This is an optimization exercise on Yosys and OpenROAD, whose aim is small area, a short achievable clock period and few clock cycles per item, not a production implementation.
At most, simulation tests tie the RTL to the original design; equivalence was not proved.
Function not checked in runs 3 and 4: the RTL went through the layout flow alone.

==> design/flow/design.v <==
`default_nettype none
module mm_booth_cs (
  input  wire [23:0] enc,
  input  wire [15:0] b,
  output wire [31:0] s,
  output wire [31:0] c
);
  wire pp0_0 = ((enc[0] & b[0]) ^ enc[2]);
  wire pp0_1 = (((enc[0] & b[1]) | (enc[1] & b[0])) ^ enc[2]);
  wire pp0_2 = (((enc[0] & b[2]) | (enc[1] & b[1])) ^ enc[2]);
  wire pp0_3 = (((enc[0] & b[3]) | (enc[1] & b[2])) ^ enc[2]);
  wire pp0_4 = (((enc[0] & b[4]) | (enc[1] & b[3])) ^ enc[2]);
  wire pp0_5 = (((enc[0] & b[5]) | (enc[1] & b[4])) ^ enc[2]);
  wire pp0_6 = (((enc[0] & b[6]) | (enc[1] & b[5])) ^ enc[2]);
  wire pp0_7 = (((enc[0] & b[7]) | (enc[1] & b[6])) ^ enc[2]);
  wire pp0_8 = (((enc[0] & b[8]) | (enc[1] & b[7])) ^ enc[2]);
  wire pp0_9 = (((enc[0] & b[9]) | (enc[1] & b[8])) ^ enc[2]);
  wire pp0_10 = (((enc[0] & b[10]) | (enc[1] & b[9])) ^ enc[2]);
  wire pp0_11 = (((enc[0] & b[11]) | (enc[1] & b[10])) ^ enc[2]);
  wire pp0_12 = (((enc[0] & b[12]) | (enc[1] & b[11])) ^ enc[2]);
  wire pp0_13 = (((enc[0] & b[13]) | (enc[1] & b[12])) ^ enc[2]);
  wire pp0_14 = (((enc[0] & b[14]) | (enc[1] & b[13])) ^ enc[2]);
  wire pp0_15 = (((enc[0] & b[15]) | (enc[1] & b[14])) ^ enc[2]);
  wire pp0_16 = ~(((enc[0] & b[15]) | (enc[1] & b[15])) ^ enc[2]);
  wire pp1_0 = ((enc[3] & b[0]) ^ enc[5]);
  wire pp1_1 = (((enc[3] & b[1]) | (enc[4] & b[0])) ^ enc[5]);
  wire pp1_2 = (((enc[3] & b[2]) | (enc[4] & b[1])) ^ enc[5]);
  wire pp1_3 = (((enc[3] & b[3]) | (enc[4] & b[2])) ^ enc[5]);
  wire pp1_4 = (((enc[3] & b[4]) | (enc[4] & b[3])) ^ enc[5]);
  wire pp1_5 = (((enc[3] & b[5]) | (enc[4] & b[4])) ^ enc[5]);
  wire pp1_6 = (((enc[3] & b[6]) | (enc[4] & b[5])) ^ enc[5]);
  wire pp1_7 = (((enc[3] & b[7]) | (enc[4] & b[6])) ^ enc[5]);
  wire pp1_8 = (((enc[3] & b[8]) | (enc[4] & b[7])) ^ enc[5]);
  wire pp1_9 = (((enc[3] & b[9]) | (enc[4] & b[8])) ^ enc[5]);
  wire pp1_10 = (((enc[3] & b[10]) | (enc[4] & b[9])) ^ enc[5]);
  wire pp1_11 = (((enc[3] & b[11]) | (enc[4] & b[10])) ^ enc[5]);
  wire pp1_12 = (((enc[3] & b[12]) | (enc[4] & b[11])) ^ enc[5]);
  wire pp1_13 = (((enc[3] & b[13]) | (enc[4] & b[12])) ^ enc[5]);
  wire pp1_14 = (((enc[3] & b[14]) | (enc[4] & b[13])) ^ enc[5]);
  wire pp1_15 = (((enc[3] & b[15]) | (enc[4] & b[14])) ^ enc[5]);
  wire pp1_16 = ~(((enc[3] & b[15]) | (enc[4] & b[15])) ^ enc[5]);
  wire pp2_0 = ((enc[6] & b[0]) ^ enc[8]);
  wire pp2_1 = (((enc[6] & b[1]) | (enc[7] & b[0])) ^ enc[8]);
  wire pp2_2 = (((enc[6] & b[2]) | (enc[7] & b[1])) ^ enc[8]);
  wire pp2_3 = (((enc[6] & b[3]) | (enc[7] & b[2])) ^ enc[8]);
  wire pp2_4 = (((enc[6] & b[4]) | (enc[7] & b[3])) ^ enc[8]);
  wire pp2_5 = (((enc[6] & b[5]) | (enc[7] & b[4])) ^ enc[8]);
  wire pp2_6 = (((enc[6] & b[6]) | (enc[7] & b[5])) ^ enc[8]);
  wire pp2_7 = (((enc[6] & b[7]) | (enc[7] & b[6])) ^ enc[8]);
  wire pp2_8 = (((enc[6] & b[8]) | (enc[7] & b[7])) ^ enc[8]);
  wire pp2_9 = (((enc[6] & b[9]) | (enc[7] & b[8])) ^ enc[8]);
  wire pp2_10 = (((enc[6] & b[10]) | (enc[7] & b[9])) ^ enc[8]);
  wire pp2_11 = (((enc[6] & b[11]) | (enc[7] & b[10])) ^ enc[8]);
  wire pp2_12 = (((enc[6] & b[12]) | (enc[7] & b[11])) ^ enc[8]);
  wire pp2_13 = (((enc[6] & b[13]) | (enc[7] & b[12])) ^ enc[8]);
  wire pp2_14 = (((enc[6] & b[14]) | (enc[7] & b[13])) ^ enc[8]);
  wire pp2_15 = (((enc[6] & b[15]) | (enc[7] & b[14])) ^ enc[8]);
  wire pp2_16 = ~(((enc[6] & b[15]) | (enc[7] & b[15])) ^ enc[8]);
  wire pp3_0 = ((enc[9] & b[0]) ^ enc[11]);
  wire pp3_1 = (((enc[9] & b[1]) | (enc[10] & b[0])) ^ enc[11]);
  wire pp3_2 = (((enc[9] & b[2]) | (enc[10] & b[1])) ^ enc[11]);
  wire pp3_3 = (((enc[9] & b[3]) | (enc[10] & b[2])) ^ enc[11]);
  wire pp3_4 = (((enc[9] & b[4]) | (enc[10] & b[3])) ^ enc[11]);
  wire pp3_5 = (((enc[9] & b[5]) | (enc[10] & b[4])) ^ enc[11]);
  wire pp3_6 = (((enc[9] & b[6]) | (enc[10] & b[5])) ^ enc[11]);
  wire pp3_7 = (((enc[9] & b[7]) | (enc[10] & b[6])) ^ enc[11]);
  wire pp3_8 = (((enc[9] & b[8]) | (enc[10] & b[7])) ^ enc[11]);
  wire pp3_9 = (((enc[9] & b[9]) | (enc[10] & b[8])) ^ enc[11]);
  wire pp3_10 = (((enc[9] & b[10]) | (enc[10] & b[9])) ^ enc[11]);
  wire pp3_11 = (((enc[9] & b[11]) | (enc[10] & b[10])) ^ enc[11]);
  wire pp3_12 = (((enc[9] & b[12]) | (enc[10] & b[11])) ^ enc[11]);
  wire pp3_13 = (((enc[9] & b[13]) | (enc[10] & b[12])) ^ enc[11]);
  wire pp3_14 = (((enc[9] & b[14]) | (enc[10] & b[13])) ^ enc[11]);
  wire pp3_15 = (((enc[9] & b[15]) | (enc[10] & b[14])) ^ enc[11]);
  wire pp3_16 = ~(((enc[9] & b[15]) | (enc[10] & b[15])) ^ enc[11]);
  wire pp4_0 = ((enc[12] & b[0]) ^ enc[14]);
  wire pp4_1 = (((enc[12] & b[1]) | (enc[13] & b[0])) ^ enc[14]);
  wire pp4_2 = (((enc[12] & b[2]) | (enc[13] & b[1])) ^ enc[14]);
  wire pp4_3 = (((enc[12] & b[3]) | (enc[13] & b[2])) ^ enc[14]);
  wire pp4_4 = (((enc[12] & b[4]) | (enc[13] & b[3])) ^ enc[14]);
  wire pp4_5 = (((enc[12] & b[5]) | (enc[13] & b[4])) ^ enc[14]);
  wire pp4_6 = (((enc[12] & b[6]) | (enc[13] & b[5])) ^ enc[14]);
  wire pp4_7 = (((enc[12] & b[7]) | (enc[13] & b[6])) ^ enc[14]);
  wire pp4_8 = (((enc[12] & b[8]) | (enc[13] & b[7])) ^ enc[14]);
  wire pp4_9 = (((enc[12] & b[9]) | (enc[13] & b[8])) ^ enc[14]);
  wire pp4_10 = (((enc[12] & b[10]) | (enc[13] & b[9])) ^ enc[14]);
  wire pp4_11 = (((enc[12] & b[11]) | (enc[13] & b[10])) ^ enc[14]);
  wire pp4_12 = (((enc[12] & b[12]) | (enc[13] & b[11])) ^ enc[14]);
  wire pp4_13 = (((enc[12] & b[13]) | (enc[13] & b[12])) ^ enc[14]);
  wire pp4_14 = (((enc[12] & b[14]) | (enc[13] & b[13])) ^ enc[14]);
  wire pp4_15 = (((enc[12] & b[15]) | (enc[13] & b[14])) ^ enc[14]);
  wire pp4_16 = ~(((enc[12] & b[15]) | (enc[13] & b[15])) ^ enc[14]);
  wire pp5_0 = ((enc[15] & b[0]) ^ enc[17]);
  wire pp5_1 = (((enc[15] & b[1]) | (enc[16] & b[0])) ^ enc[17]);
  wire pp5_2 = (((enc[15] & b[2]) | (enc[16] & b[1])) ^ enc[17]);
  wire pp5_3 = (((enc[15] & b[3]) | (enc[16] & b[2])) ^ enc[17]);
  wire pp5_4 = (((enc[15] & b[4]) | (enc[16] & b[3])) ^ enc[17]);
  wire pp5_5 = (((enc[15] & b[5]) | (enc[16] & b[4])) ^ enc[17]);
  wire pp5_6 = (((enc[15] & b[6]) | (enc[16] & b[5])) ^ enc[17]);
  wire pp5_7 = (((enc[15] & b[7]) | (enc[16] & b[6])) ^ enc[17]);
  wire pp5_8 = (((enc[15] & b[8]) | (enc[16] & b[7])) ^ enc[17]);
  wire pp5_9 = (((enc[15] & b[9]) | (enc[16] & b[8])) ^ enc[17]);
  wire pp5_10 = (((enc[15] & b[10]) | (enc[16] & b[9])) ^ enc[17]);
  wire pp5_11 = (((enc[15] & b[11]) | (enc[16] & b[10])) ^ enc[17]);
  wire pp5_12 = (((enc[15] & b[12]) | (enc[16] & b[11])) ^ enc[17]);
  wire pp5_13 = (((enc[15] & b[13]) | (enc[16] & b[12])) ^ enc[17]);
  wire pp5_14 = (((enc[15] & b[14]) | (enc[16] & b[13])) ^ enc[17]);
  wire pp5_15 = (((enc[15] & b[15]) | (enc[16] & b[14])) ^ enc[17]);
  wire pp5_16 = ~(((enc[15] & b[15]) | (enc[16] & b[15])) ^ enc[17]);
  wire pp6_0 = ((enc[18] & b[0]) ^ enc[20]);
  wire pp6_1 = (((enc[18] & b[1]) | (enc[19] & b[0])) ^ enc[20]);
  wire pp6_2 = (((enc[18] & b[2]) | (enc[19] & b[1])) ^ enc[20]);
  wire pp6_3 = (((enc[18] & b[3]) | (enc[19] & b[2])) ^ enc[20]);
  wire pp6_4 = (((enc[18] & b[4]) | (enc[19] & b[3])) ^ enc[20]);
  wire pp6_5 = (((enc[18] & b[5]) | (enc[19] & b[4])) ^ enc[20]);
  wire pp6_6 = (((enc[18] & b[6]) | (enc[19] & b[5])) ^ enc[20]);
  wire pp6_7 = (((enc[18] & b[7]) | (enc[19] & b[6])) ^ enc[20]);
  wire pp6_8 = (((enc[18] & b[8]) | (enc[19] & b[7])) ^ enc[20]);
  wire pp6_9 = (((enc[18] & b[9]) | (enc[19] & b[8])) ^ enc[20]);
  wire pp6_10 = (((enc[18] & b[10]) | (enc[19] & b[9])) ^ enc[20]);
  wire pp6_11 = (((enc[18] & b[11]) | (enc[19] & b[10])) ^ enc[20]);
  wire pp6_12 = (((enc[18] & b[12]) | (enc[19] & b[11])) ^ enc[20]);
  wire pp6_13 = (((enc[18] & b[13]) | (enc[19] & b[12])) ^ enc[20]);
  wire pp6_14 = (((enc[18] & b[14]) | (enc[19] & b[13])) ^ enc[20]);
  wire pp6_15 = (((enc[18] & b[15]) | (enc[19] & b[14])) ^ enc[20]);
  wire pp6_16 = ~(((enc[18] & b[15]) | (enc[19] & b[15])) ^ enc[20]);
  wire pp7_0 = ((enc[21] & b[0]) ^ enc[23]);
  wire pp7_1 = (((enc[21] & b[1]) | (enc[22] & b[0])) ^ enc[23]);
  wire pp7_2 = (((enc[21] & b[2]) | (enc[22] & b[1])) ^ enc[23]);
  wire pp7_3 = (((enc[21] & b[3]) | (enc[22] & b[2])) ^ enc[23]);
  wire pp7_4 = (((enc[21] & b[4]) | (enc[22] & b[3])) ^ enc[23]);
  wire pp7_5 = (((enc[21] & b[5]) | (enc[22] & b[4])) ^ enc[23]);
  wire pp7_6 = (((enc[21] & b[6]) | (enc[22] & b[5])) ^ enc[23]);
  wire pp7_7 = (((enc[21] & b[7]) | (enc[22] & b[6])) ^ enc[23]);
  wire pp7_8 = (((enc[21] & b[8]) | (enc[22] & b[7])) ^ enc[23]);
  wire pp7_9 = (((enc[21] & b[9]) | (enc[22] & b[8])) ^ enc[23]);
  wire pp7_10 = (((enc[21] & b[10]) | (enc[22] & b[9])) ^ enc[23]);
  wire pp7_11 = (((enc[21] & b[11]) | (enc[22] & b[10])) ^ enc[23]);
  wire pp7_12 = (((enc[21] & b[12]) | (enc[22] & b[11])) ^ enc[23]);
  wire pp7_13 = (((enc[21] & b[13]) | (enc[22] & b[12])) ^ enc[23]);
  wire pp7_14 = (((enc[21] & b[14]) | (enc[22] & b[13])) ^ enc[23]);
  wire pp7_15 = (((enc[21] & b[15]) | (enc[22] & b[14])) ^ enc[23]);
  wire pp7_16 = ~(((enc[21] & b[15]) | (enc[22] & b[15])) ^ enc[23]);
  wire t1, t2, t3, t4, t5, t6, t7, t8, t9, t10, t11, t12, t13, t14, t15, t16, t17, t18, t19, t20, t21, t22, t23, t24, t25, t26, t27, t28, t29, t30, t31, t32, t33, t34, t35, t36, t37, t38, t39, t40, t41, t42, t43, t44, t45, t46, t47, t48, t49, t50, t51, t52, t53, t54, t55, t56, t57, t58, t59, t60, t61, t62, t63, t64, t65, t66, t67, t68, t69, t70, t71, t72, t73, t74, t75, t76, t77, t78, t79, t80, t81, t82, t83, t84, t85, t86, t87, t88, t89, t90, t91, t92, t93, t94, t95, t96, t97, t98, t99, t100, t101, t102, t103, t104, t105, t106, t107, t108, t109, t110, t111, t112, t113, t114, t115, t116, t117, t118, t119, t120, t121, t122, t123, t124, t125, t126, t127, t128, t129, t130, t131, t132, t133, t134, t135, t136, t137, t138, t139, t140, t141, t142, t143, t144, t145, t146, t147, t148, t149, t150, t151, t152, t153, t154, t155, t156, t157, t158, t159, t160, t161, t162, t163, t164, t165, t166, t167, t168, t169, t170, t171, t172, t173, t174, t175, t176, t177, t178, t179, t180, t181, t182, t183, t184, t185, t186, t187, t188, t189, t190, t191, t192, t193, t194, t195, t196, t197, t198, t199, t200, t201, t202, t203, t204, t205, t206, t207, t208, t209, t210, t211, t212, t213, t214, t215, t216, t217, t218, t219, t220, t221, t222, t223, t224;
  assign t1 = pp0_10 ^ pp1_8;
  assign t2 = pp0_10 & pp1_8;
  assign t3 = pp0_11 ^ pp1_9;
  assign t4 = pp0_11 & pp1_9;
  assign t5 = pp0_12 ^ pp1_10 ^ pp2_8;
  assign t6 = (pp0_12 & pp1_10) | (pp0_12 & pp2_8) | (pp1_10 & pp2_8);
  assign t7 = pp3_6 ^ pp4_4;
  assign t8 = pp3_6 & pp4_4;
  assign t9 = pp0_13 ^ pp1_11 ^ pp2_9;
  assign t10 = (pp0_13 & pp1_11) | (pp0_13 & pp2_9) | (pp1_11 & pp2_9);
  assign t11 = pp3_7 ^ pp4_5;
  assign t12 = pp3_7 & pp4_5;
  assign t13 = pp0_14 ^ pp1_12 ^ pp2_10;
  assign t14 = (pp0_14 & pp1_12) | (pp0_14 & pp2_10) | (pp1_12 & pp2_10);
  assign t15 = pp3_8 ^ pp4_6 ^ pp5_4;
  assign t16 = (pp3_8 & pp4_6) | (pp3_8 & pp5_4) | (pp4_6 & pp5_4);
  assign t17 = pp6_2 ^ pp7_0;
  assign t18 = pp6_2 & pp7_0;
  assign t19 = pp0_15 ^ pp1_13 ^ pp2_11;
  assign t20 = (pp0_15 & pp1_13) | (pp0_15 & pp2_11) | (pp1_13 & pp2_11);
  assign t21 = pp3_9 ^ pp4_7 ^ pp5_5;
  assign t22 = (pp3_9 & pp4_7) | (pp3_9 & pp5_5) | (pp4_7 & pp5_5);
  assign t23 = pp6_3 ^ pp7_1;
  assign t24 = pp6_3 & pp7_1;
  assign t25 = pp0_16 ^ pp1_14 ^ pp2_12;
  assign t26 = (pp0_16 & pp1_14) | (pp0_16 & pp2_12) | (pp1_14 & pp2_12);
  assign t27 = pp3_10 ^ pp4_8 ^ pp5_6;
  assign t28 = (pp3_10 & pp4_8) | (pp3_10 & pp5_6) | (pp4_8 & pp5_6);
  assign t29 = pp6_4 ^ pp7_2 ^ 1'b1;
  assign t30 = (pp6_4 & pp7_2) | (pp6_4 & 1'b1) | (pp7_2 & 1'b1);
  assign t31 = pp1_15 ^ pp2_13 ^ pp3_11;
  assign t32 = (pp1_15 & pp2_13) | (pp1_15 & pp3_11) | (pp2_13 & pp3_11);
  assign t33 = pp4_9 ^ pp5_7 ^ pp6_5;
  assign t34 = (pp4_9 & pp5_7) | (pp4_9 & pp6_5) | (pp5_7 & pp6_5);
  assign t35 = pp7_3 ^ 1'b1;
  assign t36 = pp7_3 & 1'b1;
  assign t37 = pp1_16 ^ pp2_14 ^ pp3_12;
  assign t38 = (pp1_16 & pp2_14) | (pp1_16 & pp3_12) | (pp2_14 & pp3_12);
  assign t39 = pp4_10 ^ pp5_8 ^ pp6_6;
  assign t40 = (pp4_10 & pp5_8) | (pp4_10 & pp6_6) | (pp5_8 & pp6_6);
  assign t41 = pp2_15 ^ pp3_13 ^ pp4_11;
  assign t42 = (pp2_15 & pp3_13) | (pp2_15 & pp4_11) | (pp3_13 & pp4_11);
  assign t43 = pp5_9 ^ pp6_7;
  assign t44 = pp5_9 & pp6_7;
  assign t45 = pp2_16 ^ pp3_14 ^ pp4_12;
  assign t46 = (pp2_16 & pp3_14) | (pp2_16 & pp4_12) | (pp3_14 & pp4_12);
  assign t47 = pp3_15 ^ pp4_13;
  assign t48 = pp3_15 & pp4_13;
  assign t49 = pp0_6 ^ pp1_4;
  assign t50 = pp0_6 & pp1_4;
  assign t51 = pp0_7 ^ pp1_5;
  assign t52 = pp0_7 & pp1_5;
  assign t53 = pp0_8 ^ pp1_6 ^ pp2_4;
  assign t54 = (pp0_8 & pp1_6) | (pp0_8 & pp2_4) | (pp1_6 & pp2_4);
  assign t55 = pp3_2 ^ pp4_0;
  assign t56 = pp3_2 & pp4_0;
  assign t57 = pp0_9 ^ pp1_7 ^ pp2_5;
  assign t58 = (pp0_9 & pp1_7) | (pp0_9 & pp2_5) | (pp1_7 & pp2_5);
  assign t59 = pp3_3 ^ pp4_1;
  assign t60 = pp3_3 & pp4_1;
  assign t61 = pp2_6 ^ pp3_4 ^ pp4_2;
  assign t62 = (pp2_6 & pp3_4) | (pp2_6 & pp4_2) | (pp3_4 & pp4_2);
  assign t63 = pp5_0 ^ enc[17] ^ t1;
  assign t64 = (pp5_0 & enc[17]) | (pp5_0 & t1) | (enc[17] & t1);
  assign t65 = pp2_7 ^ pp3_5 ^ pp4_3;
  assign t66 = (pp2_7 & pp3_5) | (pp2_7 & pp4_3) | (pp3_5 & pp4_3);
  assign t67 = pp5_1 ^ t2 ^ t3;
  assign t68 = (pp5_1 & t2) | (pp5_1 & t3) | (t2 & t3);
  assign t69 = pp5_2 ^ pp6_0 ^ enc[20];
  assign t70 = (pp5_2 & pp6_0) | (pp5_2 & enc[20]) | (pp6_0 & enc[20]);
  assign t71 = t4 ^ t5 ^ t7;
  assign t72 = (t4 & t5) | (t4 & t7) | (t5 & t7);
  assign t73 = pp5_3 ^ pp6_1 ^ t6;
  assign t74 = (pp5_3 & pp6_1) | (pp5_3 & t6) | (pp6_1 & t6);
  assign t75 = t8 ^ t9 ^ t11;
  assign t76 = (t8 & t9) | (t8 & t11) | (t9 & t11);
  assign t77 = enc[23] ^ t10 ^ t12;
  assign t78 = (enc[23] & t10) | (enc[23] & t12) | (t10 & t12);
  assign t79 = t13 ^ t15 ^ t17;
  assign t80 = (t13 & t15) | (t13 & t17) | (t15 & t17);
  assign t81 = t14 ^ t16 ^ t18;
  assign t82 = (t14 & t16) | (t14 & t18) | (t16 & t18);
  assign t83 = t19 ^ t21 ^ t23;
  assign t84 = (t19 & t21) | (t19 & t23) | (t21 & t23);
  assign t85 = t20 ^ t22 ^ t24;
  assign t86 = (t20 & t22) | (t20 & t24) | (t22 & t24);
  assign t87 = t25 ^ t27 ^ t29;
  assign t88 = (t25 & t27) | (t25 & t29) | (t27 & t29);
  assign t89 = t26 ^ t28 ^ t30;
  assign t90 = (t26 & t28) | (t26 & t30) | (t28 & t30);
  assign t91 = t31 ^ t33 ^ t35;
  assign t92 = (t31 & t33) | (t31 & t35) | (t33 & t35);
  assign t93 = pp7_4 ^ t32 ^ t34;
  assign t94 = (pp7_4 & t32) | (pp7_4 & t34) | (t32 & t34);
  assign t95 = t36 ^ t37 ^ t39;
  assign t96 = (t36 & t37) | (t36 & t39) | (t37 & t39);
  assign t97 = pp7_5 ^ 1'b1 ^ t38;
  assign t98 = (pp7_5 & 1'b1) | (pp7_5 & t38) | (1'b1 & t38);
  assign t99 = t40 ^ t41 ^ t43;
  assign t100 = (t40 & t41) | (t40 & t43) | (t41 & t43);
  assign t101 = pp5_10 ^ pp6_8 ^ pp7_6;
  assign t102 = (pp5_10 & pp6_8) | (pp5_10 & pp7_6) | (pp6_8 & pp7_6);
  assign t103 = t42 ^ t44 ^ t45;
  assign t104 = (t42 & t44) | (t42 & t45) | (t44 & t45);
  assign t105 = pp5_11 ^ pp6_9 ^ pp7_7;
  assign t106 = (pp5_11 & pp6_9) | (pp5_11 & pp7_7) | (pp6_9 & pp7_7);
  assign t107 = 1'b1 ^ t46 ^ t47;
  assign t108 = (1'b1 & t46) | (1'b1 & t47) | (t46 & t47);
  assign t109 = pp3_16 ^ pp4_14 ^ pp5_12;
  assign t110 = (pp3_16 & pp4_14) | (pp3_16 & pp5_12) | (pp4_14 & pp5_12);
  assign t111 = pp6_10 ^ pp7_8 ^ t48;
  assign t112 = (pp6_10 & pp7_8) | (pp6_10 & t48) | (pp7_8 & t48);
  assign t113 = pp4_15 ^ pp5_13 ^ pp6_11;
  assign t114 = (pp4_15 & pp5_13) | (pp4_15 & pp6_11) | (pp5_13 & pp6_11);
  assign t115 = pp7_9 ^ 1'b1;
  assign t116 = pp7_9 & 1'b1;
  assign t117 = pp4_16 ^ pp5_14 ^ pp6_12;
  assign t118 = (pp4_16 & pp5_14) | (pp4_16 & pp6_12) | (pp5_14 & pp6_12);
  assign t119 = pp5_15 ^ pp6_13;
  assign t120 = pp5_15 & pp6_13;
  assign t121 = pp0_4 ^ pp1_2;
  assign t122 = pp0_4 & pp1_2;
  assign t123 = pp0_5 ^ pp1_3;
  assign t124 = pp0_5 & pp1_3;
  assign t125 = pp2_2 ^ pp3_0 ^ enc[11];
  assign t126 = (pp2_2 & pp3_0) | (pp2_2 & enc[11]) | (pp3_0 & enc[11]);
  assign t127 = pp2_3 ^ pp3_1 ^ t50;
  assign t128 = (pp2_3 & pp3_1) | (pp2_3 & t50) | (pp3_1 & t50);
  assign t129 = enc[14] ^ t52 ^ t53;
  assign t130 = (enc[14] & t52) | (enc[14] & t53) | (t52 & t53);
  assign t131 = t54 ^ t56 ^ t57;
  assign t132 = (t54 & t56) | (t54 & t57) | (t56 & t57);
  assign t133 = t58 ^ t60 ^ t61;
  assign t134 = (t58 & t60) | (t58 & t61) | (t60 & t61);
  assign t135 = t62 ^ t64 ^ t65;
  assign t136 = (t62 & t64) | (t62 & t65) | (t64 & t65);
  assign t137 = t66 ^ t68 ^ t69;
  assign t138 = (t66 & t68) | (t66 & t69) | (t68 & t69);
  assign t139 = t70 ^ t72 ^ t73;
  assign t140 = (t70 & t72) | (t70 & t73) | (t72 & t73);
  assign t141 = t74 ^ t76 ^ t77;
  assign t142 = (t74 & t76) | (t74 & t77) | (t76 & t77);
  assign t143 = t78 ^ t80 ^ t81;
  assign t144 = (t78 & t80) | (t78 & t81) | (t80 & t81);
  assign t145 = t82 ^ t84 ^ t85;
  assign t146 = (t82 & t84) | (t82 & t85) | (t84 & t85);
  assign t147 = t86 ^ t88 ^ t89;
  assign t148 = (t86 & t88) | (t86 & t89) | (t88 & t89);
  assign t149 = t90 ^ t92 ^ t93;
  assign t150 = (t90 & t92) | (t90 & t93) | (t92 & t93);
  assign t151 = t94 ^ t96 ^ t97;
  assign t152 = (t94 & t96) | (t94 & t97) | (t96 & t97);
  assign t153 = t98 ^ t100 ^ t101;
  assign t154 = (t98 & t100) | (t98 & t101) | (t100 & t101);
  assign t155 = t102 ^ t104 ^ t105;
  assign t156 = (t102 & t104) | (t102 & t105) | (t104 & t105);
  assign t157 = t106 ^ t108 ^ t109;
  assign t158 = (t106 & t108) | (t106 & t109) | (t108 & t109);
  assign t159 = t110 ^ t112 ^ t113;
  assign t160 = (t110 & t112) | (t110 & t113) | (t112 & t113);
  assign t161 = pp7_10 ^ t114 ^ t116;
  assign t162 = (pp7_10 & t114) | (pp7_10 & t116) | (t114 & t116);
  assign t163 = pp7_11 ^ 1'b1 ^ t118;
  assign t164 = (pp7_11 & 1'b1) | (pp7_11 & t118) | (1'b1 & t118);
  assign t165 = pp5_16 ^ pp6_14 ^ pp7_12;
  assign t166 = (pp5_16 & pp6_14) | (pp5_16 & pp7_12) | (pp6_14 & pp7_12);
  assign t167 = pp6_15 ^ pp7_13;
  assign t168 = pp6_15 & pp7_13;
  assign t169 = pp0_2 ^ pp1_0;
  assign t170 = pp0_2 & pp1_0;
  assign t171 = pp0_3 ^ pp1_1;
  assign t172 = pp0_3 & pp1_1;
  assign t173 = pp2_0 ^ enc[8] ^ t121;
  assign t174 = (pp2_0 & enc[8]) | (pp2_0 & t121) | (enc[8] & t121);
  assign t175 = pp2_1 ^ t122 ^ t123;
  assign t176 = (pp2_1 & t122) | (pp2_1 & t123) | (t122 & t123);
  assign t177 = t49 ^ t124 ^ t125;
  assign t178 = (t49 & t124) | (t49 & t125) | (t124 & t125);
  assign t179 = t51 ^ t126 ^ t127;
  assign t180 = (t51 & t126) | (t51 & t127) | (t126 & t127);
  assign t181 = t55 ^ t128 ^ t129;
  assign t182 = (t55 & t128) | (t55 & t129) | (t128 & t129);
  assign t183 = t59 ^ t130 ^ t131;
  assign t184 = (t59 & t130) | (t59 & t131) | (t130 & t131);
  assign t185 = t63 ^ t132 ^ t133;
  assign t186 = (t63 & t132) | (t63 & t133) | (t132 & t133);
  assign t187 = t67 ^ t134 ^ t135;
  assign t188 = (t67 & t134) | (t67 & t135) | (t134 & t135);
  assign t189 = t71 ^ t136 ^ t137;
  assign t190 = (t71 & t136) | (t71 & t137) | (t136 & t137);
  assign t191 = t75 ^ t138 ^ t139;
  assign t192 = (t75 & t138) | (t75 & t139) | (t138 & t139);
  assign t193 = t79 ^ t140 ^ t141;
  assign t194 = (t79 & t140) | (t79 & t141) | (t140 & t141);
  assign t195 = t83 ^ t142 ^ t143;
  assign t196 = (t83 & t142) | (t83 & t143) | (t142 & t143);
  assign t197 = t87 ^ t144 ^ t145;
  assign t198 = (t87 & t144) | (t87 & t145) | (t144 & t145);
  assign t199 = t91 ^ t146 ^ t147;
  assign t200 = (t91 & t146) | (t91 & t147) | (t146 & t147);
  assign t201 = t95 ^ t148 ^ t149;
  assign t202 = (t95 & t148) | (t95 & t149) | (t148 & t149);
  assign t203 = t99 ^ t150 ^ t151;
  assign t204 = (t99 & t150) | (t99 & t151) | (t150 & t151);
  assign t205 = t103 ^ t152 ^ t153;
  assign t206 = (t103 & t152) | (t103 & t153) | (t152 & t153);
  assign t207 = t107 ^ t154 ^ t155;
  assign t208 = (t107 & t154) | (t107 & t155) | (t154 & t155);
  assign t209 = t111 ^ t156 ^ t157;
  assign t210 = (t111 & t156) | (t111 & t157) | (t156 & t157);
  assign t211 = t115 ^ t158 ^ t159;
  assign t212 = (t115 & t158) | (t115 & t159) | (t158 & t159);
  assign t213 = t117 ^ t160 ^ t161;
  assign t214 = (t117 & t160) | (t117 & t161) | (t160 & t161);
  assign t215 = t119 ^ t162 ^ t163;
  assign t216 = (t119 & t162) | (t119 & t163) | (t162 & t163);
  assign t217 = t120 ^ t164 ^ t165;
  assign t218 = (t120 & t164) | (t120 & t165) | (t164 & t165);
  assign t219 = 1'b1 ^ t166 ^ t167;
  assign t220 = (1'b1 & t166) | (1'b1 & t167) | (t166 & t167);
  assign t221 = pp6_16 ^ pp7_14 ^ t168;
  assign t222 = (pp6_16 & pp7_14) | (pp6_16 & t168) | (pp7_14 & t168);
  assign t223 = pp7_15 ^ 1'b1;
  assign t224 = pp7_15 & 1'b1;
  assign s = {1'b1, pp7_16, t222, t220, t218, t216, t214, t212, t210, t208, t206, t204, t202, t200, t198, t196, t194, t192, t190, t188, t186, t184, t182, t180, t178, t176, t174, t172, t170, enc[5], pp0_1, pp0_0};
  assign c = {1'b0, t224, t223, t221, t219, t217, t215, t213, t211, t209, t207, t205, t203, t201, t199, t197, t195, t193, t191, t189, t187, t185, t183, t181, t179, t177, t175, t173, t171, t169, 1'b0, enc[2]};
endmodule
`default_nettype wire
`default_nettype none
module matrix_mult_top (
  input  wire                           ap_clk,
  input  wire                           areset,
  input  wire                           i_start,
  output logic                          o_idle,
  output logic                          o_done,
  input  wire                           i_a_valid,
  output logic                          o_a_ready,
  input  wire  [4*16-1:0] i_a_data,
  input  wire                           i_b_valid,
  output logic                          o_b_ready,
  input  wire  [4*16-1:0] i_b_data,
  output logic                          o_c_valid,
  input  wire                           i_c_ready,
  output logic [4*32-1:0]  o_c_data,
  output logic                          o_c_last
);
  logic       start_r;
  logic       busy;
  logic       job_open;
  logic       job_end;
  logic       idle_r;
  assign job_open = i_start & ~start_r & ~busy;
  assign job_end  = o_c_valid & i_c_ready & o_c_last;
  always_ff @(posedge ap_clk) begin
    if (areset) begin
      start_r <= 1'b0;
    end else begin
      start_r <= i_start;
    end
  end
  always_ff @(posedge ap_clk) begin
    if (areset) begin
      busy   <= 1'b0;
      idle_r <= 1'b1;
      o_done <= 1'b0;
    end else begin
      o_done <= job_end;
      if (job_end) begin
        busy   <= 1'b0;
        idle_r <= 1'b1;
      end else if (job_open) begin
        busy   <= 1'b1;
        idle_r <= 1'b0;
      end
    end
  end
  assign o_idle = idle_r;
  logic [1:0]  ph;
  logic [1:0]  kb;           
  logic        inbeat;       
  logic        intake_done;  
  logic        spec;         
  logic        spec_ok;
  logic        take0;
  logic        cap;
  logic        xfer;
  logic [15:0] a_raw;
  logic [63:0] b0;
  assign spec_ok = i_a_valid & i_b_valid & (i_a_data[15:0] == a_raw) & (i_b_data == b0);
  assign take0 = busy & ~intake_done & ~inbeat & (ph == 2'd0) & i_a_valid & i_b_valid;
  assign cap   = ~busy | take0 | inbeat;
  always_ff @(posedge ap_clk) begin
    if (areset) begin
      xfer <= 1'b0;
    end else begin
      xfer <= inbeat & (ph == 2'd2) & ~job_open;
    end
  end
  assign o_a_ready = xfer;
  assign o_b_ready = xfer;
  always_ff @(posedge ap_clk) begin
    if (areset) begin
      ph          <= 2'd0;
      kb          <= 2'd0;
      inbeat      <= 1'b0;
      intake_done <= 1'b0;
      spec        <= 1'b0;
    end else if (job_open) begin
      ph          <= 2'd1;
      kb          <= 2'd0;
      inbeat      <= 1'b1;
      intake_done <= 1'b0;
      spec        <= 1'b1;
    end else begin
      spec <= 1'b0;
      ph   <= (busy & ~job_end) ? ph + 2'd1 : 2'd0;
      if (spec & ~spec_ok) begin
        inbeat <= 1'b0;
      end else if (take0) begin
        inbeat <= 1'b1;
      end else if (xfer) begin
        inbeat <= 1'b0;
        kb     <= kb + 2'd1;
        if (kb == 2'd3) begin
          intake_done <= 1'b1;
        end
      end
    end
  end
  logic [15:0] a_sel;
  logic [16:0] a_ext;
  logic [23:0] enc_d;
  logic [23:0] enc0;
  logic        first0;
  logic        last0;
  assign a_sel = cap ? i_a_data[ph*16 +: 16] : 16'd0;
  assign a_ext = {a_sel, 1'b0};
  always_comb begin
    for (int d = 0; d < 8; d++) begin
      enc_d[3*d]   = a_ext[2*d] ^ a_ext[2*d+1];
      enc_d[3*d+1] = (a_ext[2*d +: 3] == 3'b011) | (a_ext[2*d +: 3] == 3'b100);
      enc_d[3*d+2] = a_ext[2*d+2];
    end
  end
  always_ff @(posedge ap_clk) begin
    enc0  <= enc_d;
    b0    <= i_b_data;
    a_raw <= i_a_data[15:0];
  end
  always_ff @(posedge ap_clk) begin
    if (areset) begin
      first0 <= 1'b0;
      last0  <= 1'b0;
    end else begin
      first0 <= cap & (kb == 2'd0);
      last0  <= cap & (kb == 2'd3);
    end
  end
  logic [31:0] s1 [4];
  logic [31:0] c1 [4];
  logic        last1;
  for (genvar j = 0; j < 4; j++) begin : g_mul
    logic [31:0] s_w;
    logic [31:0] c_w;
    mm_booth_cs mul (
      .enc (enc0),
      .b   (b0[16*j +: 16]),
      .s   (s_w),
      .c   (c_w)
    );
    always_ff @(posedge ap_clk) begin
      s1[j] <= s_w;
      c1[j] <= c_w;
    end
  end
  always_ff @(posedge ap_clk) begin
    if (areset) begin
      last1 <= 1'b0;
    end else begin
      last1 <= last0;
    end
  end
  logic [127:0] sum;
  for (genvar j = 0; j < 4; j++) begin : g_acc
    logic [31:0] acc [4];
    logic [31:0] x;
    logic [31:0] y;
    assign x = acc[3] ^ s1[j] ^ c1[j];
    assign y = (acc[3] & s1[j]) | (acc[3] & c1[j]) | (s1[j] & c1[j]);
    assign sum[32*j +: 32] = x + {y[30:0], 1'b0};
    always_ff @(posedge ap_clk) begin
      acc[0] <= sum[32*j +: 32];
      acc[1] <= acc[0];
      acc[2] <= acc[1];
      acc[3] <= acc[2] & {32{~first0}};
    end
  end
  logic [1:0]   row2;
  logic [1:0]   orow;
  logic         post;
  logic         all_loaded;
  logic         load;
  logic [127:0] out_data;
  assign row2 = ph - 2'd2;
  assign load = busy & ~all_loaded & (row2 == orow) & (last1 | post)
              & (~o_c_valid | i_c_ready);
  always_ff @(posedge ap_clk) begin
    if (areset) begin
      o_c_valid  <= 1'b0;
      o_c_last   <= 1'b0;
      orow       <= 2'd0;
      post       <= 1'b0;
      all_loaded <= 1'b0;
    end else if (job_open) begin
      o_c_valid  <= 1'b0;
      o_c_last   <= 1'b0;
      orow       <= 2'd0;
      post       <= 1'b0;
      all_loaded <= 1'b0;
    end else begin
      if (last1 & (row2 == 2'd3)) begin
        post <= 1'b1;
      end
      if (load) begin
        o_c_valid <= 1'b1;
        o_c_last  <= (orow == 2'd3);
        orow      <= orow + 2'd1;
        if (orow == 2'd3) begin
          all_loaded <= 1'b1;
        end
      end else if (i_c_ready) begin
        o_c_valid <= 1'b0;
      end
    end
  end
  always_ff @(posedge ap_clk) begin
    if (load) begin
      out_data <= sum;
    end
  end
  assign o_c_data = out_data;
endmodule
`default_nettype wire
==> design/flow/run.sh <==
#!/bin/bash
# synth_recipe.tcl (not shown) runs the flow's synth.tcl, then flattens the netlist and writes it again
# the make line also repeats each setting of config.mk as NAME=value (left out here)
make -C /OpenROAD-flow-scripts/flow DESIGN_CONFIG=/design/flow/config.mk WORK_HOME=/design/flow/orfs CLKGATE_MAP_FILE= SYNTH_SCRIPT=/design/flow/synth_recipe.tcl finish
==> design/flow/config.mk <==
export PLATFORM = sky130hd
export DESIGN_NAME = matrix_mult_top
export DESIGN_NICKNAME = matrix_mult_top
export VERILOG_FILES = /design/flow/design.v
export SDC_FILE = /design/flow/constraint.sdc
export NUM_CORES = 4
export LEC_CHECK = 0
export CAP_MARGIN = 20
export CORE_MARGIN = 2
export CORE_UTILIZATION = 40
export SETUP_SLACK_MARGIN = 5
export SLEW_MARGIN = 20
==> design/flow/constraint.sdc <==
create_clock -name core_clock -period 8.5 [get_ports {ap_clk}]
set_input_delay 1.7000 -clock core_clock [delete_from_list [all_inputs] [get_ports {ap_clk}]]
set_output_delay 1.7000 -clock core_clock [all_outputs]
set_load 0.01 [all_outputs]
==> run notes, run 1 <==
Syn Inst Count 4573; GPL Wtd Cong 0.865; detailed-route via count 34300; Yosys warnings 7; routed vias/inst about 5.2; Worst Path Buf+Inv 1; total stage count of the critical path 9; final hold viol count 0; max incr delay on CP 0.53 ns; Hold Startpoint g_acc[1].acc[0][19]; Die X 364 um; nets@finish 5569; Final Max Slew Viols 0; R2R setup slack 4.88 ns; Most Used Layer, Global Route met2; FFs w/ async S/R, synth 0; worst-case clock skew between 0.04 and 0.05 ns; initial DRC count 2878; total grt overflow 0; row count 132; Crit Path Category input port to register; total negative slack 0 ns; fin area 61700 um^2; Critical-path top delay cell clkdlybuf4s50_1; largest net degree at the start of global routing 80; synth top area cells dfxtp_1 (34%), fa_1 (17%), xnor2_1 (7.7%); vias in the first global route 35800; Post-Syn Nets 5395; sequential area share after synthesis 0.412; Max Cap Viol 0; Hold Crit Class register to register; reg2reg start s1[0][2]; Worst setup SP type input port; Total GRT Usage 0.217; grt met1 use 0.278; # clock sinks 1003; nature of the critical path endpoint register; Die Footprint 132000 um^2; post-synth cell types 75; synth-to-layout area growth 19.2%; synthesized area per cell 11.3 um^2; # fillers 11600; wire length per cell approximately 22 um; drt pass-1 iters 6; Worst EP arrival 4.37 ns; status timing/DRC/antenna clean; Worst-Skew Late Latency between 0.7 and 0.8 ns; EDFF count, synth between 100 and 150; share of the synthesized area in the top cell type 0.338; Starting Density 0.401; global-route wire length before repair 218000 um; met3 GRT Util 0.0489; FMAX 263 MHz; Reg2Reg Depth 12; Critical R2R Capture out_data[125]; Slew HR 0.262; IO Port Bufs 267; timing startpoint of the critical path i_b_data[1]; Routed Antenna Nets 0; CTS clk-pin slew, worst paths 0.06 ns; Worst-Margin Slew 1.11 ns; clk buf depth 3; crit-path most repeated cell nand4_1; clk root buf clkbuf_16; hpwl dp 92200 um; Worst Slack Setup Final 4.70 ns; commonest register cell after synthesis dfxtp_1; Max H-tree Level 3; CTS tree built; drt drc 0; Mapped Area 51800 um^2; initial antenna violation count 10; # setup viols final 0; period utilization 0.447; flops & latches, synth 1003; crit-path cells clkdlybuf4s50_1 > xnor2_2 > nand4_1 > nor4_2 > nand4_1 > o31ai_2 > and3_4 > mux2i_1 > nor2_1; area leader, netlist dfxtp_1; Critical Path End kb[1]; Die Y 364 um; CP Data Required Time 9.07 ns; DP Worst Slack 2.99 ns; worst-path maximum fanout 2; crit-path leading delay family simple AND/OR/NAND/NOR gates; core area 129000 um^2; IO Pins 268; layout cells sized above 1 0.114; RSZ-0062 raised after global routing yes; placed cell areas 55900 um^2; final worst path period need around 3.8 ns; CTS Buf Count 105; CTS Hold Bufs 0; total wire length roughly 150000 um; met2 Track Usage GR 0.350
[cell usage in the layout (no fill, tap or decap), types with 16 or more instances in the layout]
cell / instances
dfxtp_1: 811
a22oi_1: 480
fa_1: 444
xnor2_1: 443
inv_1: 438
clkdlybuf4s50_1: 263
xor2_1: 252
ha_1: 231
nor2b_1: 143
edfxtp_1: 128
nand2_1: 118
clkbuf_16: 110
buf_4: 88
a21oi_1: 81
o21ai_0: 80
nor2_1: 72
a21o_1: 61
dfxtp_2: 40
buf_12: 29
dfxtp_4: 24
nand3_1: 23
nand4_1: 19
mux2_2: 19
clkinv_2: 19
nand2b_1: 16
mux2i_1: 16
[sequential cells by signal (all words and copies together), names as in the netlist, 2 cells and up]
name       flops
a_raw         16
b0            64
c1           117
enc0          24
g_acc.acc    512
kb             2
orow           2
out_data     128
ph             2
s1           121
[final cells by class]
class | count | area (um^2) | area share
multi-input cells | 2786 | 28200 | 0.457
flip-flops and latches | 1003 | 21500 | 0.348
repair buffers | 409 | 4380 | 0.0709
clock buffers | 127 | 2900 | 0.0471
well taps | 1742 | 2180 | 0.0353
inverters | 442 | 1670 | 0.0270
clock inverters | 73 | 903 | 0.0146
diodes | 1 | 2.50 | 0.0000405
[routing by layer]
layer	vias up	wire [um]
met5	-	73
met3	373	11900
met1	17000	59900
li1	15500	-
met2	1387	66500
met4	12	6840
[cells by family (layout without fill, tap and decap cells)]
logic type / after synthesis / after routing / share of synthesized area
flip-flops: 1003 / 1003 / 0.412
other: 0 / 1 / 0
multiplexers: 44 / 44 / 0.0111
buffers and inverters: 784 / 1051 / 0.0569
AO/OA/AOI/OAI: 857 / 857 / 0.118
AND/OR/NAND/NOR: 482 / 482 / 0.0484
adder cells (fa/ha/maj): 688 / 688 / 0.232
XOR/XNOR: 715 / 715 / 0.121
[synth_stat cells, types with 26 or more instances]
cell type    n
nor2b_1    145
o21ai_0     84
edfxtp_1   128
buf_1       61
dfxtp_1    875
ha_1       236
a21oi_1     90
inv_1      442
nand2_1    118
a21o_1      61
nand3_1     26
nor2_1      72
fa_1       452
xnor2_1    456
xor2_1     259
clkbuf_1   280
a22oi_1    481
[metrics by stage]
stage	hold slack (ns)	instances	utilization
floorplan	0.310	4573	-
global placement	0.310	6294	0.433
detailed placement	0.312	6294	0.433
CTS	0.312	6542	0.472
global route	0.319	6582	0.478
finish	0.312	6583	0.478
[worst min-delay path by stage]
stage / slack (ns) / end / depth (start not counted)
CTS: 0.31 / g_acc[3].acc[1][29] / 0
detailed placement: 0.31 / g_acc[0].acc[1][11] / 0
finish: 0.31 / g_acc[1].acc[1][19] / 0
global route: 0.32 / g_acc[3].acc[1][29] / 0
global placement: 0.31 / g_acc[3].acc[1][23] / 0
floorplan: 0.31 / g_acc[0].acc[1][0] / 0
[timing repair]
item,CTS,global route
gates resized for setup,175,87
pin swaps,43,39
buffers inserted,48,38
setup endpoints to repair,248,113
gates cloned,0,2
Testbench counts, summed over its fixed seeds: cycles 7,296, jobs 384.
==> run 2: changes to the inputs <==
==> design/flow/flow/run.sh (new file) <==
#!/bin/bash
set -e
cp standard.sh flow_standard_copy.sh.txt
cat >> config.mk <<'CFG'
export SETUP_SLACK_MARGIN = 5.6
export BUFFER_PORTS_ARGS = -buffer_cell sky130_fd_sc_hd__buf_4
CFG
bash standard.sh > standard.log 2>&1
==> design/flow/standard.sh (new file) <==
#!/bin/bash
# synth_recipe.tcl (not shown) runs the flow's synth.tcl, then flattens the netlist and writes it again
# the make line also repeats each setting of config.mk as NAME=value (left out here)
make -C /OpenROAD-flow-scripts/flow DESIGN_CONFIG=/design/flow/config.mk WORK_HOME=/design/flow/orfs CLKGATE_MAP_FILE= SYNTH_SCRIPT=/design/flow/synth_recipe.tcl "${@:-finish}"
--- a/design/flow/config.mk
+++ b/design/flow/config.mk
@@ -10,3 +10,4 @@
 export CORE_UTILIZATION = 40
-export SETUP_SLACK_MARGIN = 5
 export SLEW_MARGIN = 20
+export SETUP_SLACK_MARGIN = 5.6
+export BUFFER_PORTS_ARGS = -buffer_cell sky130_fd_sc_hd__buf_4
removed: design/flow/run.sh
==> run notes, run 2 <==
Routed Antenna Nets 0 (unchanged); layout cells sized above 1 0.349 (was 0.114); Biggest register g_acc.acc (unchanged); Crit Path Category register to register (was input port to register); Util after Layout 0.535 (was 0.478); hpwl dp 91900 um (was 92200 um); # clock sinks 1003 (unchanged); drt pass-1 iters 6 (unchanged); drt drc 0 (unchanged); FMAX 275 MHz (was 263 MHz); vias in the first global route 38100 (was 35800); Total GRT Usage 0.242 (was 0.217); RSZ-0062 raised after global routing yes (unchanged); CTS Buf Count 108 (was 105); simple-gate area share of the yosys netlist 0.0484 (unchanged); Worst setup SP type register (was input port); Post-Syn Nets 5395 (unchanged); routed vias/inst 5.43 (was 5.21); EDFF count, synth 128 (unchanged); CTS tree built (unchanged); commonest cells in the netlist dfxtp_1 (875), a22oi_1 (481), xnor2_1 (456) (unchanged); total wire length 167000 um (was 145000 um); core area 129000 um^2 (unchanged); IO Port Bufs 267 (unchanged); most common cell after layout, fill and taps aside dfxtp_1 (unchanged); share of the synthesized area in the top cell type 0.338 (unchanged); Slew HR 0.317 (was 0.262); Die X 364 um (unchanged); synth-to-layout area growth 33.2% (was 19.2%); nets@finish 5823 (was 5569); Starting Density 0.401 (unchanged); global-route wire length before repair 239000 um (was 218000 um); Hold Crit Class register to register (unchanged); synth top area cells dfxtp_1 (34%), fa_1 (17%), xnor2_1 (7.7%) (unchanged); IO Pins 268 (unchanged); synthesized area per cell 11.3 um^2 (unchanged); initial antenna violation count 5 (was 10); Syn Inst Count 4573 (unchanged); clk buf depth 3 (unchanged); Yosys warnings 7 (unchanged); post-synth cell types 75 (unchanged); Mapped Area 51800 um^2 (unchanged); most frequent cells in the layout dfxtp_1 (796), xnor2_1 (346), inv_1 (339), fa_1 (294), buf_4 (293) (was dfxtp_1 (811), a22oi_1 (480), fa_1 (444), xnor2_1 (443), inv_1 (438)); area leader, netlist dfxtp_1 (unchanged); largest net degree at the start of global routing 67 (was 80); # setup viols final 0 (unchanged); GPL Wtd Cong 0.850 (was 0.865); main combinational cell family by area after synthesis adder cells (unchanged); Synth Area in Adders 0.232 (unchanged); Max H-tree Level 3 (unchanged); worst-case clock skew 0.0390 ns (was 0.0413 ns); total negative slack 0 ns (unchanged); final hold viol count 0 (unchanged); Max Cap Viol 0 (unchanged); worst-path maximum fanout 3 (was 2); flops & latches, synth 1003 (unchanged); most numerous cell in the Yosys netlist dfxtp_1 (unchanged); nature of the critical path endpoint register (unchanged); Worst Hold Depth 0 (unchanged); commonest register cell after synthesis dfxtp_1 (unchanged); detailed-route via count 37100 (was 34300); status timing/DRC/antenna clean (unchanged); mux contribution to synthesized area 0.0111 (unchanged); Worst-Margin Slew 1.02 ns (was 1.11 ns); wire length per cell 24.4 um (was 22.1 um); Synth Area in XOR/XNOR 0.121 (unchanged); final worst path period need 3.64 ns (was 3.80 ns); antenna diode count 0 (was 1); sequential area share after synthesis 0.412 (unchanged); Largest regs g_acc.acc: 512 flops, out_data: 128 flops, s1: 121 flops (unchanged); row count 132 (unchanged); Worst EP arrival 4.24 ns (was 4.37 ns); Worst-Skew Late Latency 0.75 ns (was 0.73 ns); period utilization 0.428 (was 0.447); Die Y 364 um (unchanged); total grt overflow 0 (unchanged); Final Max Slew Viols 0 (unchanged); clk root buf clkbuf_16 (unchanged); Die Footprint 132000 um^2 (unchanged); initial DRC count 3132 (was 2878); CP Data Required Time 9.10 ns (was 9.07 ns); CTS clk-pin slew, worst paths 0.06 ns (about the same); Reg2Reg Depth 12 (unchanged); max FFs per register 512 (unchanged); Synth Area in Compound Gates 0.118 (unchanged); FFs w/ async S/R, synth 0 (unchanged)
run 2: cell count changes in the layout (fill, tap and decap cells not counted), moves of 97 or more:
cell and change:
fa_1 -150, inv_2 +98, inv_1 -99, a22oi_1 -209, a22oi_2 +209, buf_6 +210, xnor2_1 -97, clkdlybuf4s50_1 -263
fa_2 +150, buf_4 +205
run 2: logic make-up after synthesis:
kind of cell / after synthesis
AOI/OAI and AO/OA: 857
xor gates and xnor gates: 715
buffers and inverters: 784
and+or+nand+nor: 482
adders and majority gates: 688
muxes: 44
DFF: 1003
run 2: final cells by class:
type	instances	area (um^2)
multi-input combinational	2787	31700
timing repair buffer	659	8050
fill	10800	60000
sequential	1003	21600
inverter	442	1670
clock inverter	63	737
tap	1742	2180
clock buffer	142	3060
run 2: metal layers:
| metal | up-vias | global-route usage | wire (um) |
|---|---|---|---|
| met5 | - | 0 | 30 |
| met4 | 4 | 0.110 | 9180 |
| met3 | 580 | 0.0766 | 19400 |
| met2 | 2002 | 0.378 | 73100 |
| met1 | 18500 | 0.306 | 64800 |
| li1 | 16100 | - | - |
run 2: path summary, 6_finish.rpt:
kind / from / end / slack (ns)
worst max register to register: g_acc[3].acc[3][2] / out_data[125] / 4.86
worst min-delay path: g_acc[2].acc[0][21] / g_acc[2].acc[1][21] / 0.32
worst max-delay path: g_acc[3].acc[3][2] / out_data[125] / 4.86
worst min register to register: g_acc[2].acc[0][21] / g_acc[2].acc[1][21] / 0.32
run 2: what timing repair did:
item                                    CTS  global route
setup buffers                           199            95
hold buffers                              0             0
endpoints found under the setup margin  548           491
resized for setup                       806           394
gates cloned                             40            12
pin swaps                               414           353
run 2: worst max-delay path, stage by stage (launching register included):
cell	delay [ns]
dfxtp_2	0.33
fa_1	0.52
fa_2	0.40
a21oi_4	0.20
o21ai_4	0.10
a211oi_4	0.24
buf_6	0.16
o21ai_4	0.07
a211oi_4	0.36
o21ai_2	0.11
a221o_1	0.40
or4b_4	0.53
nand3_4	0.08
run 2: stage by stage:
step                      instance area [um^2]  hold slack [ns]  instances  worst slack [ns]
final                                    69000            0.319       6838              4.86
after global routing                     69000            0.322       6838              4.75
after CTS                                66200            0.303       6731              4.82
after detailed placement                 56000            0.312       6287              4.29
after global placement                   56000            0.310       6287              4.23
after floorplan                          54200            0.310       4573              5.21
==> run 3: changes to the inputs <==
--- a/design/flow/design.v
+++ b/design/flow/design.v
@@ -421,16 +421,11 @@
   assign o_idle = idle_r;
-  logic [1:0]  ph;
-  logic [1:0]  kb;           
-  logic        inbeat;       
-  logic        intake_done;  
-  logic        spec;         
-  logic        spec_ok;
-  logic        take0;
-  logic        cap;
-  logic        xfer;
-  logic [15:0] a_raw;
-  logic [63:0] b0;
-  assign spec_ok = i_a_valid & i_b_valid & (i_a_data[15:0] == a_raw) & (i_b_data == b0);
+  logic [1:0] ph;
+  logic [1:0] kb;           
+  logic       inbeat;       
+  logic       intake_done;  
+  logic       take0;
+  logic       cap;
+  logic       xfer;
   assign take0 = busy & ~intake_done & ~inbeat & (ph == 2'd0) & i_a_valid & i_b_valid;
-  assign cap   = ~busy | take0 | inbeat;
+  assign cap   = take0 | inbeat;
   always_ff @(posedge ap_clk) begin
@@ -450,15 +445,10 @@
       intake_done <= 1'b0;
-      spec        <= 1'b0;
     end else if (job_open) begin
-      ph          <= 2'd1;
+      ph          <= 2'd0;
       kb          <= 2'd0;
-      inbeat      <= 1'b1;
+      inbeat      <= 1'b0;
       intake_done <= 1'b0;
-      spec        <= 1'b1;
     end else begin
-      spec <= 1'b0;
-      ph   <= (busy & ~job_end) ? ph + 2'd1 : 2'd0;
-      if (spec & ~spec_ok) begin
-        inbeat <= 1'b0;
-      end else if (take0) begin
+      ph <= ph + 2'd1;
+      if (take0) begin
         inbeat <= 1'b1;
@@ -477,2 +467,3 @@
   logic [23:0] enc0;
+  logic [63:0] b0;
   logic        first0;
@@ -489,5 +480,4 @@
   always_ff @(posedge ap_clk) begin
-    enc0  <= enc_d;
-    b0    <= i_b_data;
-    a_raw <= i_a_data[15:0];
+    enc0 <= enc_d;
+    b0   <= i_b_data;
   end
==> design/flow/run.sh (new file) <==
#!/bin/bash
# synth_recipe.tcl (not shown) runs the flow's synth.tcl, then flattens the netlist and writes it again
# the make line also repeats each setting of config.mk as NAME=value (left out here)
make -C /OpenROAD-flow-scripts/flow DESIGN_CONFIG=/design/flow/config.mk WORK_HOME=/design/flow/orfs CLKGATE_MAP_FILE= SYNTH_SCRIPT=/design/flow/synth_recipe.tcl finish
--- a/design/flow/config.mk
+++ b/design/flow/config.mk
@@ -7,2 +7,3 @@
 export LEC_CHECK = 0
+export ABC_CLOCK_PERIOD_IN_PS = 3000
 export CAP_MARGIN = 20
@@ -10,4 +11,3 @@
 export CORE_UTILIZATION = 40
+export SETUP_SLACK_MARGIN = 5
 export SLEW_MARGIN = 20
-export SETUP_SLACK_MARGIN = 5.6
-export BUFFER_PORTS_ARGS = -buffer_cell sky130_fd_sc_hd__buf_4
removed: design/flow/flow/run.sh
removed: design/flow/standard.sh
==> run notes, run 3 <==
Largest regs g_acc.acc: 512 flops, out_data: 128 flops, s1: 121 flops (unchanged); row count 130 (was 132); RSZ-0062 raised after global routing yes (unchanged); CTS clk-pin slew, worst paths 0.06 ns (about the same); flops & latches, synth 986 (was 1003); Worst Hold Depth 0 (unchanged); drt pass-1 iters 5 (was 6); CTS Buf Count 103 (was 108); clk buf depth 3 (unchanged); crit-path cells fa_2 > fa_2 > a211oi_2 > o211ai_1 > a221oi_2 > buf_4 > or4_4 > a31oi_4 > a311o_1 > a21oi_2 > xnor2_1 (was fa_1 > fa_2 > a21oi_4 > o21ai_4 > a211oi_4 > buf_6 > o21ai_4 > a211oi_4 > o21ai_2 > a221o_1 > or4b_4 > nand3_4); FFs w/ async S/R, synth 0 (unchanged); # clock sinks 986 (was 1003); crit-path most repeated cell fa_2; period utilization 0.411 (was 0.428); IO Pins 268 (unchanged); total negative slack 0 ns (unchanged); total wire length 132000 um (was 167000 um); CTS Hold Bufs 0 (unchanged); final hold viol count 0 (unchanged); Starting Density 0.404 (was 0.401); most frequent cells in the layout dfxtp_1 (788), a22oi_1 (480), fa_1 (445), xnor2_1 (417), inv_1 (413) (was dfxtp_1 (796), xnor2_1 (346), inv_1 (339), fa_1 (294), buf_4 (293)); nature of the critical path endpoint register (unchanged); hold slack 0.298 ns (was 0.319 ns); GPL Wtd Cong 0.860 (was 0.850); post-synth cell types 67 (was 75); Final Max Slew Viols 0 (unchanged); Worst EP arrival 3.93 ns (was 4.24 ns); share of the synthesized area in the top cell type 0.338 (about the same); vias in the first global route 34600 (was 38100); commonest cells in the netlist dfxtp_1 (858), a22oi_1 (480), fa_1 (452) (was dfxtp_1 (875), a22oi_1 (481), xnor2_1 (456)); Reg2Reg Depth 11 (was 12); clk root buf clkbuf_16 (unchanged); DP Worst Slack 4.15 ns (was 4.29 ns); final worst path period need 3.50 ns (was 3.64 ns); most numerous cell in the Yosys netlist dfxtp_1 (unchanged); total grt overflow 0 (unchanged); initial DRC count 2510 (was 3132); Non-Filler Instances 6294 (was 6838); detailed-route via count 32700 (was 37100); worst-case clock skew 0.0354 ns (was 0.0390 ns); sequential area share after synthesis 0.414 (was 0.412); routed vias/inst 5.20 (was 5.43); Yosys warnings 7 (unchanged); Worst setup SP type register (unchanged); area leader, netlist dfxtp_1 (unchanged); nets@finish 5375 (was 5823); Slew HR 0.401 (was 0.317); synth-to-layout area growth 16.9% (was 33.2%); Syn Inst Count 4457 (was 4573); synth top area cells dfxtp_1 (34%), fa_1 (18%), edfxtp_1 (7.6%) (was dfxtp_1 (34%), fa_1 (17%), xnor2_1 (7.7%)); synthesized area per cell 11.4 um^2 (was 11.3 um^2); max FFs per register 512 (unchanged); Die X 360 um (was 364 um); hpwl dp 84200 um (was 91900 um); Total GRT Usage 0.200 (was 0.242); Crit Path Category register to register (unchanged); largest net degree at the start of global routing 72 (was 67); Die Y 360 um (was 364 um); worst-path maximum fanout 4 (was 3); Max Cap Viol 0 (unchanged); wire length per cell 21.0 um (was 24.4 um); CP Data Required Time 8.93 ns (was 9.10 ns); drt drc 0 (unchanged); EDFF count, synth 128 (unchanged); max incr delay on CP 0.55 ns (was 0.53 ns); commonest register cell after synthesis dfxtp_1 (unchanged); Biggest register g_acc.acc (unchanged); Max H-tree Level 3 (unchanged); Critical-path top delay cell fa_2 (was or4b_4); Post-Syn Nets 5279 (was 5395); CTS tree built (unchanged); Worst Slack Setup Final 5.00 ns (was 4.86 ns); global-route wire length before repair 203000 um (was 239000 um); Mapped Area 50800 um^2 (was 51800 um^2); initial antenna violation count 5 (unchanged); Util after Layout 0.472 (was 0.535); Routed Antenna Nets 0 (unchanged); Die Footprint 130000 um^2 (was 132000 um^2); IO Port Bufs 267 (unchanged); core area 126000 um^2 (was 129000 um^2); Worst-Skew Late Latency 0.72 ns (was 0.75 ns); status timing/DRC/antenna clean (unchanged); # setup viols final 0 (unchanged); layout cells sized above 1 0.0890 (was 0.349); cell total after placement 6060 (was 6287); Hold Crit Class register to register (unchanged); most common cell after layout, fill and taps aside dfxtp_1 (unchanged); FMAX 286 MHz (was 275 MHz); Worst-Margin Slew 0.898 ns (was 1.02 ns)
[run 3: cell count changes after synthesis, moves of 7 or more]
cell	previous run	this run
xor2_1	259	238
xnor2_1	456	418
o22ai_1	8	0
o21ai_0	84	96
o221ai_1	7	0
a21o_1	61	71
nand2b_1	16	9
inv_1	442	416
nand2_1	118	97
dfxtp_1	875	858
mux2_2	19	26
nor4_1	10	0
[run 3: critical path, delay by kind of cell (launching register included)]
family          cells  cell delay (ns)
compound gates      6             1.29
fa+ha+maj           2             0.99
flops               1             0.51
buf+inv             1             0.17
simple gates        1             0.14
xor+xnor            1             0.08
[run 3: area by class of cell]
cell class	instances	area (um^2)
fill	11300	66400
multi-input combinational	2706	27200
sequential	986	21200
timing repair buffer	340	3800
clock buffer	144	2930
tap	1650	2060
inverter	416	1570
clock inverter	51	643
antenna	1	2.50
[run 3: path summary, 6_finish.rpt]
check | start | to | slack [ns]
setup / recovery | s1[0][2] | out_data[31] | 5.00
hold reg to reg | g_acc[3].acc[0][2] | g_acc[3].acc[1][2] | 0.30
hold / removal | g_acc[3].acc[0][2] | g_acc[3].acc[1][2] | 0.30
setup reg to reg | s1[0][2] | out_data[31] | 5.00
[run 3: routing by layer]
layer	share of wire	wire [um]	vias up	GRT usage
li1	-	-	15000	-
met1	0.43	57100	16300	0.263
met2	0.47	62400	1138	0.330
met3	0.064	8420	270	0.0327
met4	0.035	4570	0	0.0816
met5	0	0	-	0
[run 3: what timing repair did]
item,CTS,global route
endpoints found under the hold margin,0,0
setup endpoints to repair,287,141
gates cloned,1,5
pin swaps,21,30
resized for setup,108,92
buffers inserted,22,10
[run 3: cell families after synthesis]
group                    count (synthesis)  share of synthesized area
AO/OA/AOI/OAI                          862                      0.120
multiplexers                            51                     0.0129
adder cells (fa/ha/maj)                688                      0.236
AND/OR/NAND/NOR                        449                     0.0464
buffers and inverters                  765                     0.0568
flip-flops                             986                      0.414
XOR/XNOR                               656                      0.113
[run 3: stage by stage]
| step | area, um^2 |
|---|---|
| 6_report | 59400 |
| 3_3_place_gp | 54500 |
| 2_1_floorplan | 50800 |
| 4_1_cts | 58800 |
| 3_5_place_dp | 54500 |
| 5_1_grt | 59400 |
==> run 4: changes to the inputs <==
--- a/design/flow/config.mk
+++ b/design/flow/config.mk
@@ -7,3 +7,2 @@
 export LEC_CHECK = 0
-export ABC_CLOCK_PERIOD_IN_PS = 3000
 export CAP_MARGIN = 20
==> run notes, run 4 <==
status timing/DRC/antenna clean (unchanged); total negative slack 0 ns (unchanged); Non-Filler Instances 6294 (unchanged); synth top area cells dfxtp_1 (34%), fa_1 (18%), edfxtp_1 (7.6%) (unchanged); sequential area share after synthesis 0.414 (unchanged); Worst setup SP type register (unchanged); RSZ-0062 raised after global routing yes (unchanged); cell total after placement 6060 (unchanged); crit-path cells fa_2 > fa_2 > a211oi_2 > o211ai_1 > a221oi_2 > buf_4 > or4_4 > a31oi_4 > a311o_1 > a21oi_2 > xnor2_1 (unchanged); post-synth cell types 67 (unchanged); final hold viol count 0 (unchanged); Routed Antenna Nets 0 (unchanged); max FFs per register 512 (unchanged); Starting Density 0.404 (unchanged); CTS Buf Count 103 (unchanged); CTS clk-pin slew, worst paths 0.06 ns (about the same); hold slack 0.298 ns (unchanged); # clock sinks 986 (unchanged); Mapped Area 50800 um^2 (unchanged); CP Data Required Time 8.93 ns (about the same); clk root buf clkbuf_16 (unchanged); commonest register cell after synthesis dfxtp_1 (unchanged); # fillers 11300 (unchanged); clk buf depth 3 (unchanged); Slew HR 0.401 (unchanged); worst-path maximum fanout 4 (unchanged); flops & latches, synth 986 (unchanged); area leader, netlist dfxtp_1 (unchanged); Worst-Margin Slew 0.898 ns (unchanged); Hold Crit Class register to register (unchanged); CTS tree built (unchanged); synth-to-layout area growth 16.9% (unchanged); drt pass-1 iters 5 (unchanged); IO Port Bufs 267 (unchanged); vias in the first global route 34600 (unchanged); detailed-route via count 32700 (unchanged); # setup viols final 0 (unchanged); nets@finish 5375 (unchanged); Critical-path top delay cell fa_2 (unchanged); Die Footprint 130000 um^2 (unchanged); global-route wire length before repair 203000 um (unchanged); nature of the critical path endpoint register (unchanged); routed vias/inst 5.20 (unchanged); Yosys warnings 7 (unchanged); register area 21200 um^2 (unchanged); Largest regs g_acc.acc: 512 flops, out_data: 128 flops, s1: 121 flops (unchanged)
==> run 4: layout make-up <==
cell class | instances | share of cell area
Sequential cell | 986 | 0.356
Clock buffer | 144 | 0.0493
Tap cell | 1650 | 0.0348
Inverter | 416 | 0.0264
Multi-Input combinational cell | 2706 | 0.458
Clock inverter | 51 | 0.0108
Timing Repair Buffer | 340 | 0.0640
Antenna cell | 1 | 0.0000422
==> run 4: worst register-to-register path, cell delays in order, from the launching register on <==
cell      delay [ns]
dfxtp_4         0.51
fa_2            0.58
fa_2            0.44
a211oi_2        0.27
o211ai_1        0.16
a221oi_2        0.24
buf_4           0.17
or4_4           0.15
a31oi_4         0.10
a311o_1         0.36
a21oi_2         0.16
xnor2_1         0.08
==> run 4: repair_timing <==
action                     in CTS  in global routing
pin swaps                      21                 30
setup buffers                  22                 10
hold buffers                    0                  0
cloned                          1                  5
gates resized for setup       108                 92
hold endpoints to repair        0                  0
setup endpoints to repair     287                141
==> run 4: layer usage <==
| layer | GRT usage | up-vias | wire length, um |
|---|---|---|---|
| met2 | 0.330 | 1138 | 62400 |
| met3 | 0.0327 | 270 | 8420 |
| met5 | 0 | - | 0 |
| met4 | 0.0816 | 0 | 4570 |
| met1 | 0.263 | 16300 | 57100 |
| li1 | - | 15000 | - |
==> run 4: worst paths after layout <==
check / start / slack (ns) / end / cells past startpoint
worst max-delay path: s1[0][2] / 5.00 / out_data[31] / 11
worst min-delay path: g_acc[3].acc[0][2] / 0.30 / g_acc[3].acc[1][2] / 0
worst max register to register: s1[0][2] / 5.00 / out_data[31] / 11
worst min register to register: g_acc[3].acc[0][2] / 0.30 / g_acc[3].acc[1][2] / 0
==> run 4: cells by family after synthesis <==
kind of cell             after synthesis  share of synthesized area
XOR/XNOR                             656                      0.113
adder cells (fa/ha/maj)              688                      0.236
AND/OR/NAND/NOR                      449                     0.0464
flip-flops                           986                      0.414
AO/OA/AOI/OAI                        862                      0.120
buffers and inverters                765                     0.0568
multiplexers                          51                     0.0129

==> afterwards: timing with drivers on the ports <==
In the flow no input, the clock included, has a driving cell. The finished layouts below were timed again as built, in two steps.
Step 1, drivers: a clkbuf_16 drives ap_clk and a buf_2 each remaining input, both assumed.
Step 2 moves the port delays by t, midway between the first and last clock arrival at a register: inputs arrive t later, outputs are due t later. That takes back most of the time a late clock gives input paths.
Three values: ideal ports, drivers, drivers and shift; two values: the first two.
run | shift t [ns] | slack for setup (ns) | hold WS [ns] | worst register clock-pin slew, ns | cell pins on the clock port's net
run 1 | 0.786 | 4.699 / 4.717 / 3.931 | 0.312 / 0.312 / 0.312 | 0.07 / 0.07 | 1
run 2 | 0.800 | 4.861 / 4.861 / 4.729 | 0.319 / 0.319 / 0.319 | 0.07 / 0.07 | 1
run 3 | 0.772 | 5.003 / 4.984 / 4.455 | 0.298 / 0.298 / 0.298 | 0.07 / 0.07 | 1
run 4 | 0.772 | 5.003 / 4.984 / 4.455 | 0.298 / 0.298 / 0.298 | 0.07 / 0.07 | 1
After both steps every run listed still meets setup and hold. The setup slack of run 1, which loses most, moves by +0.018 ns with the drivers and by -0.768 ns with both steps.
